This is an optimization exercise on Yosys and OpenROAD, whose aim is small area, a short achievable clock period and few clock cycles per item, not a production implementation.
No functional check of the RTL was part of any run shown here.

$ cat config.mk
export PLATFORM = sky130hd
export DESIGN_NAME = fft_dit_top
export DESIGN_NICKNAME = fft_dit_top
export VERILOG_FILES = /design/flow/design.v
export SDC_FILE = /design/flow/constraint.sdc
export NUM_CORES = 4
export LEC_CHECK = 0
export CAP_MARGIN = 20
export CORE_MARGIN = 2
export CORE_UTILIZATION = 40
export SLEW_MARGIN = 20
$ cat constraint.sdc
create_clock -name core_clock -period 9.0 [get_ports {clk}]
set_input_delay 1.8000 -clock core_clock [delete_from_list [all_inputs] [get_ports {clk}]]
set_output_delay 1.8000 -clock core_clock [all_outputs]
set_load 0.01 [all_outputs]
$ cat design.v
`timescale 1ns/1ps
module twiddle_hbf (
   input  logic [2:0]  n,
   input  logic        neg,       
   input  logic [15:0] a,
   input  logic [15:0] b,
   input  logic [8:0]  su,
   input  logic [8:0]  df,
   output logic [15:0] y
);
   logic [15:0] br, bi, s9, d9;
   logic [15:0] r1, r2, r3, r4, r5, q1, q2, q3, q4, q5;
   logic [15:0] pc, qc;
   assign br = {{8{b[7]}},  b[7:0]};
   assign bi = {{8{b[15]}}, b[15:8]};
   assign s9 = {{7{su[8]}}, su};
   assign d9 = {{7{df[8]}}, df};
   always_comb begin
      case (n[1:0])
         2'd0: begin
            r1 = br << 6; r2 = '0; r3 = '0; r4 = '0; r5 = '0; pc = '0;
            q1 = bi << 6; q2 = '0; q3 = '0; q4 = '0; q5 = '0; qc = '0;
         end
         2'd1: begin
            r1 = br << 6; r2 = ~br << 2; r3 = ~br; r4 = bi << 4; r5 = bi << 3;
            pc = 16'd5;
            q1 = bi << 6; q2 = ~bi << 2; q3 = ~bi; q4 = ~br << 4; q5 = ~br << 3;
            qc = 16'd29;
         end
         2'd2: begin
            r1 = s9 << 5; r2 = s9 << 3; r3 = s9 << 2; r4 = s9; r5 = '0; pc = '0;
            q1 = d9 << 5; q2 = d9 << 3; q3 = d9 << 2; q4 = d9; q5 = '0; qc = '0;
         end
         default: begin
            r1 = bi << 6; r2 = ~bi << 2; r3 = ~bi; r4 = br << 4; r5 = br << 3;
            pc = 16'd5;
            q1 = ~br << 6; q2 = br << 2; q3 = br; q4 = bi << 4; q5 = bi << 3;
            qc = 16'd64;
         end
      endcase
   end
   logic [15:0] ar, ai, zr, zi;
   logic        nr, ni;           
   assign ar = {{2{a[7]}},  a[7:0],  6'd0};
   assign ai = {{2{a[15]}}, a[15:8], 6'd0};
   assign nr = neg;
   assign ni = n[2] ? ~neg : neg;
   logic [15:0] xr1, xr2, xr3, xr4, xr5, xrc, xi1, xi2, xi3, xi4, xi5, xic;
   always_comb begin
      if (n[2]) begin
         xr1 = q1; xr2 = q2; xr3 = q3; xr4 = q4; xr5 = q5; xrc = qc;
         xi1 = r1; xi2 = r2; xi3 = r3; xi4 = r4; xi5 = r5; xic = pc;
      end else begin
         xr1 = r1; xr2 = r2; xr3 = r3; xr4 = r4; xr5 = r5; xrc = pc;
         xi1 = q1; xi2 = q2; xi3 = q3; xi4 = q4; xi5 = q5; xic = qc;
      end
   end
   logic [15:0] kr, ki;
   assign kr = nr ? (16'd68 - xrc) : xrc;
   assign ki = (ni ? (16'd5 - xic) : xic) + (neg ? 16'd63 : 16'd0);
   assign zr = ar + (xr1 ^ {16{nr}}) + (xr2 ^ {16{nr}}) + (xr3 ^ {16{nr}})
                  + (xr4 ^ {16{nr}}) + (xr5 ^ {16{nr}}) + kr;
   assign zi = ai + (xi1 ^ {16{ni}}) + (xi2 ^ {16{ni}}) + (xi3 ^ {16{ni}})
                  + (xi4 ^ {16{ni}}) + (xi5 ^ {16{ni}}) + ki;
   assign y = {zi[14:7], zr[14:7]};
endmodule
`timescale 1ns/1ps
module bf_w0 (
   input  logic [15:0] a,
   input  logic [15:0] b,
   output logic [15:0] s,
   output logic [15:0] d
);
   logic [8:0] sr, si, dr, di;
   assign sr = {a[7],  a[7:0]}  + {b[7],  b[7:0]};
   assign si = {a[15], a[15:8]} + {b[15], b[15:8]};
   assign dr = {a[7],  a[7:0]}  - {b[7],  b[7:0]};
   assign di = {a[15], a[15:8]} - {b[15], b[15:8]};
   assign s  = {si[8:1], sr[8:1]};
   assign d  = {di[8:1], dr[8:1]};
endmodule
module bf_w4 (
   input  logic [15:0] a,
   input  logic [15:0] b,
   output logic [15:0] s,
   output logic [15:0] d
);
   logic [8:0] sr, si, dr, di;
   assign sr = {a[7],  a[7:0]}  + {b[15], b[15:8]};
   assign si = {a[15], a[15:8]} - {b[7],  b[7:0]};
   assign dr = {a[7],  a[7:0]}  - {b[15], b[15:8]};
   assign di = {a[15], a[15:8]} + {b[7],  b[7:0]};
   assign s  = {si[8:1], sr[8:1]};
   assign d  = {di[8:1], dr[8:1]};
endmodule
module bf_p (
   input  logic [15:0] a,
   input  logic [8:0]  p_re,
   input  logic [8:0]  p_im,
   output logic [15:0] s,
   output logic [15:0] d
);
   logic [8:0] sr, si, dr, di;
   assign sr = {a[7],  a[7:0]}  + p_re;
   assign si = {a[15], a[15:8]} + p_im;
   assign dr = {a[7],  a[7:0]}  - p_re;
   assign di = {a[15], a[15:8]} - p_im;
   assign s  = {si[8:1], sr[8:1]};
   assign d  = {di[8:1], dr[8:1]};
endmodule
module mul_w2 #(parameter bit ROT = 1'b0) (
   input  logic [15:0] b,
   output logic [8:0]  p_re,
   output logic [8:0]  p_im
);
   logic [15:0] br, bi, su, df, ns, x, y, px, py;
   assign br = {{8{b[7]}},  b[7:0]};
   assign bi = {{8{b[15]}}, b[15:8]};
   assign su = br + bi;
   assign df = bi - br;
   assign ns = 16'd0 - br - bi;
   assign x  = ROT ? df : su;
   assign y  = ROT ? ns : df;
   assign px = (x << 5) + (x << 3) + (x << 2) + x;
   assign py = (y << 5) + (y << 3) + (y << 2) + y;
   assign p_re = px[14:6];
   assign p_im = py[14:6];
endmodule
`timescale 1ns/1ps
module fft_dit_top (
   input  logic        clk,
   input  logic        rst_n,
   input  logic [15:0] in_x,
   input  logic        in_nd,
   output logic [15:0] out_x,
   output logic        out_nd,
   output logic        overflow
);
   logic [15:0] x_q;
   logic        v;           
   logic [3:0]  cnt;         
   always_ff @(posedge clk) x_q <= in_x;
   always_ff @(posedge clk or negedge rst_n) begin
      if (!rst_n) begin
         v   <= 1'b0;
         cnt <= '0;
      end else begin
         v <= in_nd;
         if (v) cnt <= cnt + 4'd1;
      end
   end
   logic [15:0] d8 [8];
   logic [15:0] d4 [4];
   logic [15:0] c1s, c1d;
   bf_w0 u_bf0 (.a(d8[7]), .b(x_q), .s(c1s), .d(c1d));
   always_ff @(posedge clk) begin
      if (v) begin
         d8[0] <= cnt[3] ? c1d : x_q;
         for (int n = 1; n < 8; n++) d8[n] <= d8[n-1];
         d4[0] <= c1s;
         for (int n = 1; n < 4; n++) d4[n] <= d4[n-1];
      end
   end
   logic [15:0] g_in [4];
   bf_w0 u_bf1a (.a(d4[3]), .b(c1s), .s(g_in[0]), .d(g_in[2]));
   bf_w4 u_bf1b (.a(d8[3]), .b(c1d), .s(g_in[1]), .d(g_in[3]));
   logic [15:0] y_q [4];
   logic        yv;
   logic [1:0]  yj;
   always_ff @(posedge clk) begin
      for (int k = 0; k < 4; k++) y_q[k] <= g_in[k];
      yj <= cnt[1:0];
   end
   always_ff @(posedge clk or negedge rst_n) begin
      if (!rst_n) yv <= 1'b0;
      else        yv <= v & cnt[3] & cnt[2];
   end
   logic [15:0] ya [4];
   logic [15:0] yb [4];
   logic [15:0] da [4];
   logic [15:0] db [4];
   logic [15:0] s2s [4];
   logic [15:0] s2d [4];
   logic [15:0] a02 [2];
   assign a02[0] = yj[0] ? yb[0] : ya[0];
   assign a02[1] = yj[0] ? yb[2] : ya[2];
   bf_w0 u_bf2g0 (.a(a02[0]), .b(y_q[0]), .s(s2s[0]), .d(s2d[0]));
   bf_w4 u_bf2g2 (.a(a02[1]), .b(y_q[2]), .s(s2s[2]), .d(s2d[2]));
   logic [8:0]  p13_re [2];
   logic [8:0]  p13_im [2];
   logic [8:0]  pq_re [2];
   logic [8:0]  pq_im [2];
   logic        pv;         
   logic        ph;         
   logic [15:0] a13 [2];
   mul_w2 #(1'b0) u_m2g1 (.b(y_q[1]), .p_re(p13_re[0]), .p_im(p13_im[0]));
   mul_w2 #(1'b1) u_m2g3 (.b(y_q[3]), .p_re(p13_re[1]), .p_im(p13_im[1]));
   always_ff @(posedge clk) begin
      for (int i = 0; i < 2; i++) begin
         pq_re[i] <= p13_re[i];
         pq_im[i] <= p13_im[i];
      end
      ph <= yj[0];
   end
   always_ff @(posedge clk or negedge rst_n) begin
      if (!rst_n) pv <= 1'b0;
      else        pv <= yv & yj[1];
   end
   assign a13[0] = ph ? yb[1] : ya[1];
   assign a13[1] = ph ? yb[3] : ya[3];
   bf_p u_bf2g1 (.a(a13[0]), .p_re(pq_re[0]), .p_im(pq_im[0]), .s(s2s[1]), .d(s2d[1]));
   bf_p u_bf2g3 (.a(a13[1]), .p_re(pq_re[1]), .p_im(pq_im[1]), .s(s2s[3]), .d(s2d[3]));
   always_ff @(posedge clk) begin
      for (int k = 0; k < 4; k += 2) begin
         if (yv) begin
            if (!yj[0]) ya[k] <= yj[1] ? s2s[k] : y_q[k];
            else        yb[k] <= yj[1] ? s2s[k] : y_q[k];
            if (yj == 2'd2) da[k] <= s2d[k];
            if (yj == 2'd3) db[k] <= s2d[k];
         end
      end
      for (int k = 1; k < 4; k += 2) begin
         if (yv & ~yj[1]) begin
            if (!yj[0]) ya[k] <= y_q[k];
            else        yb[k] <= y_q[k];
         end
         if (pv) begin
            if (!ph) begin
               ya[k] <= s2s[k];
               da[k] <= s2d[k];
            end else begin
               yb[k] <= s2s[k];
               db[k] <= s2d[k];
            end
         end
      end
   end
   logic        st;          
   logic        r_act;
   logic [3:0]  r_m;         
   logic [3:0]  m_r;
   logic        r_v;
   logic [15:0] sb;
   logic [15:0] b_q;
   logic [8:0]  su_q, df_q;
   logic [3:0]  m_q;         
   logic        m_v;
   logic [15:0] sa;
   logic [15:0] yw;
   assign st  = yv & (yj == 2'd3);
   assign r_v = st | r_act;
   assign m_r = st ? 4'd0 : r_m;
   always_comb begin
      if (m_r == 4'd0)
         sb = s2s[0];           
      else if (m_r == 4'd1)
         sb = s2s[1];           
      else if (m_r[2])
         sb = db[m_r[1:0]];
      else
         sb = yb[m_r[1:0]];
   end
   always_ff @(posedge clk) begin
      b_q  <= sb;
      su_q <= {sb[7], sb[7:0]} + {sb[15], sb[15:8]};
      df_q <= {sb[15], sb[15:8]} - {sb[7], sb[7:0]};
      m_q  <= m_r;
   end
   always_ff @(posedge clk or negedge rst_n) begin
      if (!rst_n) begin
         r_act <= 1'b0;
         r_m   <= '0;
         m_v   <= 1'b0;
      end else begin
         m_v <= r_v;
         if (st) begin
            r_act <= 1'b1;
            r_m   <= 4'd1;
         end else if (r_act) begin
            r_m <= r_m + 4'd1;
            if (&r_m) r_act <= 1'b0;
         end
      end
   end
   assign sa = m_q[2] ? da[m_q[1:0]] : ya[m_q[1:0]];
   twiddle_hbf u_tw (.n(m_q[2:0]), .neg(m_q[3]), .a(sa), .b(b_q),
                     .su(su_q), .df(df_q), .y(yw));
   logic ol;
   always_ff @(posedge clk) begin
      out_x <= yw;
      ol    <= &m_q;
   end
   always_ff @(posedge clk or negedge rst_n) begin
      if (!rst_n) out_nd <= 1'b0;
      else        out_nd <= m_v;
   end
   logic [1:0] ost;
   logic       f_in, f_out;
   assign f_in  = v & (cnt == 4'd0);
   assign f_out = out_nd & ol;
   always_ff @(posedge clk or negedge rst_n) begin
      if (!rst_n) begin
         ost      <= '0;
         overflow <= 1'b0;
      end else begin
         ost <= ost + {1'b0, f_in} - {1'b0, f_out};
         if (f_in && ost == 2'd2 && !f_out) overflow <= 1'b1;
      end
   end
endmodule
$ cat run.sh
#!/bin/bash
# synth_recipe.tcl (not shown) runs the flow's synth.tcl, then flattens the netlist and writes it again
# the make line also repeats each setting of config.mk as NAME=value (left out here)
make -C /OpenROAD-flow-scripts/flow DESIGN_CONFIG=/design/flow/config.mk WORK_HOME=/design/flow/orfs CLKGATE_MAP_FILE= SYNTH_SCRIPT=/design/flow/synth_recipe.tcl finish
==> results of run 1 <==
## synthesized netlist by cell type, drive strengths merged, types with 11 or more instances
cell	number
o221ai	11
inv	461
nor2	259
nand3	29
clkbuf	100
xor2	95
o21ai	220
edfxtp	384
ha	363
fa	185
xnor2	247
nand2	265
o21a	23
a31oi	19
o22ai	15
o211ai	35
a21o	34
dfxtp	237
mux2i	127
dfrtp	17
mux2	70
nor3	39
mux4	32
nor2b	41
nand2b	45
and2	27
and3	26
a21boi	17
a211oi	31
a21oi	295
o21bai	80
buf	59
## through the flow
stage | util, % | cell area, um^2 | setup slack (ps)
final | 44.53 | 46020 | 2688
after global routing | 44.53 | 46020 | 2316
after CTS | 44.52 | 46010 | 2706
after detailed placement | 42.04 | 43450 | 2695
after global placement | 42.04 | 43450 | 2738
after floorplan | - | 41650 | 2820
## final cells by class
type | count | area (um^2)
Fill cell | 9742 | 57330
Tap cell | 1380 | 1727
Clock buffer | 85 | 1934
Timing Repair Buffer | 73 | 654.4
Sequential cell | 638 | 16720
Inverter | 462 | 1734
Clock inverter | 51 | 633.1
Multi-Input combinational cell | 2727 | 22610
## final timing paths
kind	start	to	slack (ps)	cells past startpoint
hold / removal	m_v	out_nd	350	0
setup reg to reg	m_q[2]	out_x[7]	2690	21
hold reg to reg	m_v	out_nd	350	0
setup / recovery	m_q[2]	out_x[7]	2690	21
min in group asynchronous	rst_n	v	1650	1
max in group asynchronous	rst_n	v	6730	1
## sequential cells by signal (all words and copies together), names as in the netlist, 2 cells and up
name and flops:
d4 64, da 64, out_x 16, b_q 16, y_q 64, r_m 4
m_q 4, db 64, ost 2, cnt 4, su_q 8, yb 64
x_q 16, pq_im 18, df_q 9, yj 2, pq_re 18, d8 128
ya 64
## worst max-delay path: stages, from the launching register on
cell and delay [ps]:
dfxtp_4 740, buf_4 660, nand2b_1 230, and2_4 180
a221o_1 130, nand2_1 60, xnor2_1 210, fa_1 470
fa_1 540, inv_1 50, fa_1 450, fa_1 480
inv_1 40, ha_1 180, or3_4 400, nor3_1 140
a21o_1 170, o31ai_2 110, a41o_1 290, or3_4 360
a31oi_4 170, xnor2_1 120
## cell families after synthesis
group / Yosys count / share of synthesized area (%)
mux: 229 / 6.685
buf+inv: 621 / 5.708
xor+xnor: 342 / 7.193
other cells: 2 / 0.01803
flops: 638 / 40.10
fa+ha+maj: 548 / 19.80
simple gates: 759 / 8.157
compound gates: 845 / 12.34
## metal layers
| metal | part of all wire [%] | wire length [um] | GRT usage (%) |
|---|---|---|---|
| met1 | 44 | 48110 | 27.61 |
| met5 | 0 | 0 | 0 |
| met2 | 46 | 50930 | 33.73 |
| met4 | 4.0 | 4413 | 7.948 |
| met3 | 5.9 | 6451 | 3.067 |
==> parameters.txt, run 1 <==
Parameter                              Value

Clocking
  Bufs on Longest Clock Path ... 3
  Cell at the root of the clock tree ... clkbuf_16
  Worst skew pair latency ... 660 ps
  TritonCTS clock tree ... yes
  CTS clock-pin slew for the worst setup and hold paths ... 60 ps
  Post-CTS sizing ... 0
  H-tree depth ... 3
  Number of buffers added for setup after CTS ... 0
  CTS sink count ... 638
  CTS Buf Count ... 73
  Number of hold buffers added after CTS ... 0

Timing
  Max-slew headroom ... 33.53%
  Total setup violations reported at the end of the flow ... 0
  Final critical-path required period ... 6312 ps
  Maximum clock frequency ... 158.4 MHz
  Endpoints failing hold ... 0
  Clock Skews ... 34.70 ps
  Final clock period utilization by the worst path ... 70.14%
  Final max-slew violation count ... 0
  Worst hold margin ... 350.0 ps
  Worst Tran Pin Value ... 986.7 ps
  Accumulated negative setup slack ... 0 ps
  Unrepaired setup endpoints after global routing ... false

Place
  Detailed placement HPWL ... 85130 um
  Count of placed standard cells including taps ... 5280
  Number of input and output port buffers inserted ... 36
  Final weighted congestion in routability-driven placement ... 0.9446

Floorplanning
  Number of rows created at floorplan ... 118
  Initial Utilization ... 40.30%
  X dimension of the die ... 326.7 um
  Die area ... 106700 um^2
  Vertical die dimension ... 326.7 um
  Number of placed I/O pins ... 37
  Area inside the core boundary ... 103300 um^2

Routing
  Aggregate routed wire length ... 109900 um
  Iteration-0 DRC Markers ... 2145
  # DRC ... 0
  Per-cell via count in the routed design ... 5.272
  Post-route ant nets ... 0
  Vias after detailed routing ... 28.55k
  Detailed-router iteration count before antenna repair ... 6
  Final routed wire length divided by cell count ... 20.29 um

Setup path
  Crit path launch type ... register
  WS Path Type ... register to register
  Arrival @ worst endpoint ... 6870 ps
  Required time of the worst setup path ... 9560 ps
  Maximum net fanout on the critical path ... 59
  Endpoint kind of the worst setup timing path ... register

Cells and area
  Antenna diode count ... 0
  Share of cells above drive strength 1 ... 7.507%
  Most used cells in the layout excluding fill and tap cells ... inv_1, edfxtp_1, ha_1, a21oi_1, nand2_1
  Most common cell after layout, fill and taps aside ... inv_1
  Count of non-filler cells in the finished layout ... 5416
  Total number of nets in the final design ... 4542
  Area growth, synth to finish ... 10.50%

Synthesis
  Synth top area cells ... edfxtp_1, dfxtp_1, ha_1
  Sequential share of the synthesized area ... 40.10%
  Number of warnings issued by yosys ... 29
  Count of cell types in the netlist ... 80
  Number of synthesized flops with an enable pin ... 384
  Most frequently used flop master after synthesis ... edfxtp_1
  Fraction of registers with async set/reset ... 2.665%
  Post-Synthesis Cells ... 3984
  Synth Cell Area ... 41640 um^2
  Area share of the largest cell type after synthesis ... 27.69%
  Mean post-synth cell area ... 10.45 um^2
  Seq cells post-synth ... 638
  Post-synthesis cell type with the largest combined area ... edfxtp_1

Global route
  Largest net degree at the start of global routing ... 173
  Antenna violations before repair ... 1
  Total grt overflow ... 0
  Global-route wire length before repair ... 168100 um
  Vias in the first global route ... 28.21k
  GRT Util Overall ... 20.63%

Worst hold path
  Tightest Hold Check Type ... register to register

Flow run
  Number of maximum-capacitance violations ... 0

Outcome
  Outcome ... finished clean
==> run 2, diff against run 1 <==
--- a/config.mk
+++ b/config.mk
@@ -7,2 +7,3 @@
 export LEC_CHECK = 0
+export ABC_CLOCK_PERIOD_IN_PS = 4500
 export CAP_MARGIN = 20
@@ -10,2 +11,3 @@
 export CORE_UTILIZATION = 40
+export SETUP_SLACK_MARGIN = 4.5
 export SLEW_MARGIN = 20
==> run 2 against run 1 <==
Final area rose by 5.7%; sequential cell count unchanged; setup slack improved by 890 ps; critical path type unchanged; critical endpoint unchanged; synthesized cell count unchanged.
==> parameters.txt, run 2 <==
Parameter                              Value

Outcome
  Outcome ... finished clean

Synthesis
  Most frequently used flop master after synthesis ... edfxtp_1
  Number of warnings issued by yosys ... 29
  Post-synthesis cell type with the largest combined area ... edfxtp_1
  Synth Cell Area ... 41640 um^2
  Fraction of registers with async set/reset ... 2.665%
  Most instantiated cells after synthesis ... inv_1, edfxtp_1, ha_1, a21oi_1, nand2_1
  Mean post-synth cell area ... 10.45 um^2
  Cell with the most instances after synthesis ... inv_1
  Synth top area cells ... edfxtp_1, dfxtp_1, ha_1
  Area share of the largest cell type after synthesis ... 27.69%
  Seq cells post-synth ... 638
  Sequential share of the synthesized area ... 40.10%
  Count of cell types in the netlist ... 80
  Post-Synthesis Cells ... 3984
  Number of synthesized flops with an enable pin ... 384

Setup path
  Required time of the worst setup path ... 9570 ps
  Crit path launch type ... register
  Maximum net fanout on the critical path ... 7
  WS Path Type ... register to register
  Arrival @ worst endpoint ... 5990 ps
  Endpoint kind of the worst setup timing path ... register

Timing
  Total setup violations reported at the end of the flow ... 0
  Maximum clock frequency ... 184.4 MHz
  Final max-slew violation count ... 0
  Worst Tran Pin Value ... 1038 ps
  Unrepaired setup endpoints after global routing ... true
  Final clock period utilization by the worst path ... 60.24%
  Clock Skews ... 24.44 ps
  Worst hold margin ... 357.0 ps
  Final critical-path required period ... 5422 ps
  Max-slew headroom ... 30.78%
  Accumulated negative setup slack ... 0 ps
  Endpoints failing hold ... 0

Routing
  Detailed-router iteration count before antenna repair ... 8
  Vias after detailed routing ... 29.40k
  Final routed wire length divided by cell count ... 21.01 um
  Aggregate routed wire length ... 116400 um
  Post-route ant nets ... 0
  Iteration-0 DRC Markers ... 2555
  # DRC ... 0
  Per-cell via count in the routed design ... 5.306

Floorplanning
  X dimension of the die ... 326.7 um
  Number of rows created at floorplan ... 118
  Number of placed I/O pins ... 37
  Area inside the core boundary ... 103300 um^2
  Die area ... 106700 um^2
  Vertical die dimension ... 326.7 um
  Initial Utilization ... 40.30%

Global route
  Vias in the first global route ... 28.49k
  Antenna violations before repair ... 1
  Largest net degree at the start of global routing ... 88
  Total grt overflow ... 0
  Global-route wire length before repair ... 174600 um
  GRT Util Overall ... 21.53%

Clocking
  Cell at the root of the clock tree ... clkbuf_16
  CTS clock-pin slew for the worst setup and hold paths ... 60 ps
  TritonCTS clock tree ... yes
  H-tree depth ... 3
  Number of hold buffers added after CTS ... 0
  Worst skew pair latency ... 650 ps
  Bufs on Longest Clock Path ... 3
  CTS Buf Count ... 74
  CTS sink count ... 638

Cells and area
  Antenna diode count ... 0
  Max reg flops ... 128
  Total number of nets in the final design ... 4666
  Count of non-filler cells in the finished layout ... 5541
  Most common cell after layout, fill and taps aside ... inv_1
  Most used cells in the layout excluding fill and tap cells ... inv_1, edfxtp_1, ha_1, a21oi_1, nand2_1
  Share of cells above drive strength 1 ... 15.28%
  Register with the most flip-flops ... d8
  Area growth, synth to finish ... 16.83%
  Fin area ... 48650 um^2

Place
  Detailed placement HPWL ... 85880 um
  Number of input and output port buffers inserted ... 36
  Count of placed standard cells including taps ... 5276
  Final weighted congestion in routability-driven placement ... 0.9456
  Post-placement cell area ... 43460 um^2

Worst hold path
  Tightest Hold Check Type ... register to register

Flow run
  Number of maximum-capacitance violations ... 0
run 2: cell count changes in the layout (fill, tap and decap cells not counted), sizes merged:
| cell | change |
|---|---|
| inv | -4 |
| clkinvlp | +2 |
| buf | +114 |
| clkbuf | +14 |
| bufbuf | +9 |
| clkdlybuf4s50 | -1 |
| clkinv | -3 |
| bufinv | -6 |
run 2: cells by family (layout without fill, tap and decap cells):
| group | after synthesis | count (layout) | synth area share, % |
|---|---|---|---|
| flip-flops | 638 | 638 | 40.10 |
| AO/OA/AOI/OAI | 845 | 845 | 12.34 |
| multiplexers | 229 | 229 | 6.685 |
| AND/OR/NAND/NOR | 759 | 759 | 8.157 |
| buffers and inverters | 621 | 796 | 5.708 |
| XOR/XNOR | 342 | 342 | 7.193 |
| adder cells (fa/ha/maj) | 548 | 548 | 19.80 |
| other | 2 | 4 | 0.01803 |
run 2: worst paths after layout:
path	start	end	slack [ps]	cells after the start
worst max register to register	m_q[1]	out_x[7]	3580	21
worst min-delay path	m_v	out_nd	360	0
max in group asynchronous	rst_n	r_m[1]	7440	1
worst min register to register	m_v	out_nd	360	0
min in group asynchronous	rst_n	pv	1130	1
worst max-delay path	m_q[1]	out_x[7]	3580	21
run 2: layout make-up:
type                    count  area, um^2
fillers                  9435       54700
multi-input cells        2727       23790
flip-flops and latches    638       16760
clock buffers              99        2090
repair buffers            195        2079
inverters                 462        1778
well taps                1380        1727
clock inverters            39       422.9
repair inverters            1       7.507
run 2: worst max-delay path: stages (launching register included):
cell,delay (ps)
dfxtp_4,440
buf_6,140
clkinvlp_4,190
buf_12,200
or3_1,380
o21ai_2,80
nand2_1,80
o21ai_2,110
xnor2_1,130
fa_1,520
fa_1,510
fa_1,540
inv_1,50
fa_1,520
inv_1,40
ha_1,340
nand3_1,90
nand2_1,50
a41o_1,220
or3_4,360
a31oi_4,180
xnor2_1,130
run 2: metrics by stage:
stage               utilization (%)  worst slack (ps)
floorplan                         -              3670
global placement              42.05              2024
detailed placement            42.05              1948
CTS                           46.18              3611
global route                  47.08              3311
finish                        47.08              3578
run 2: repair_timing:
action,in CTS,in global routing
pin swaps,42,76
endpoints found under the setup margin,51,35
resized for setup,199,129
buffers inserted,73,44
cloned,10,0
run 2: per-layer routing:
layer	GRT usage, %	vias to the layer above	wire length [um]
li1	-	13868	-
met1	28.99	14334	50360
met5	0	-	0
met4	9.144	0	5373
met2	34.88	955	53860
met3	2.854	241	6826

## afterwards: timing with drivers on the ports
The results above use ideal ports. As a check the final layouts listed here were re-extracted and re-timed, cells and wires unchanged.
Step 1 sets driving cells, clkbuf_16 on the clock port and buf_2 on the other inputs (assumed; they add their load-dependent delay and slew).
Step 2 also shifts input and output timing later by t, the mid clock arrival at the registers, as if the neighbouring blocks saw the same clock.
a / b / c = ideal / step 1 / step 2; a / b = the first two.
run | t, ns | setup WS [ns] | clock arrival spread, ns
run 1 | 0.708 | 2.688 / 2.688 / 2.688 | 0.035 / 0.035
run 2 | 0.708 | 3.578 / 3.578 / 3.578 | 0.025 / 0.024
After both steps every run listed still meets setup and hold.
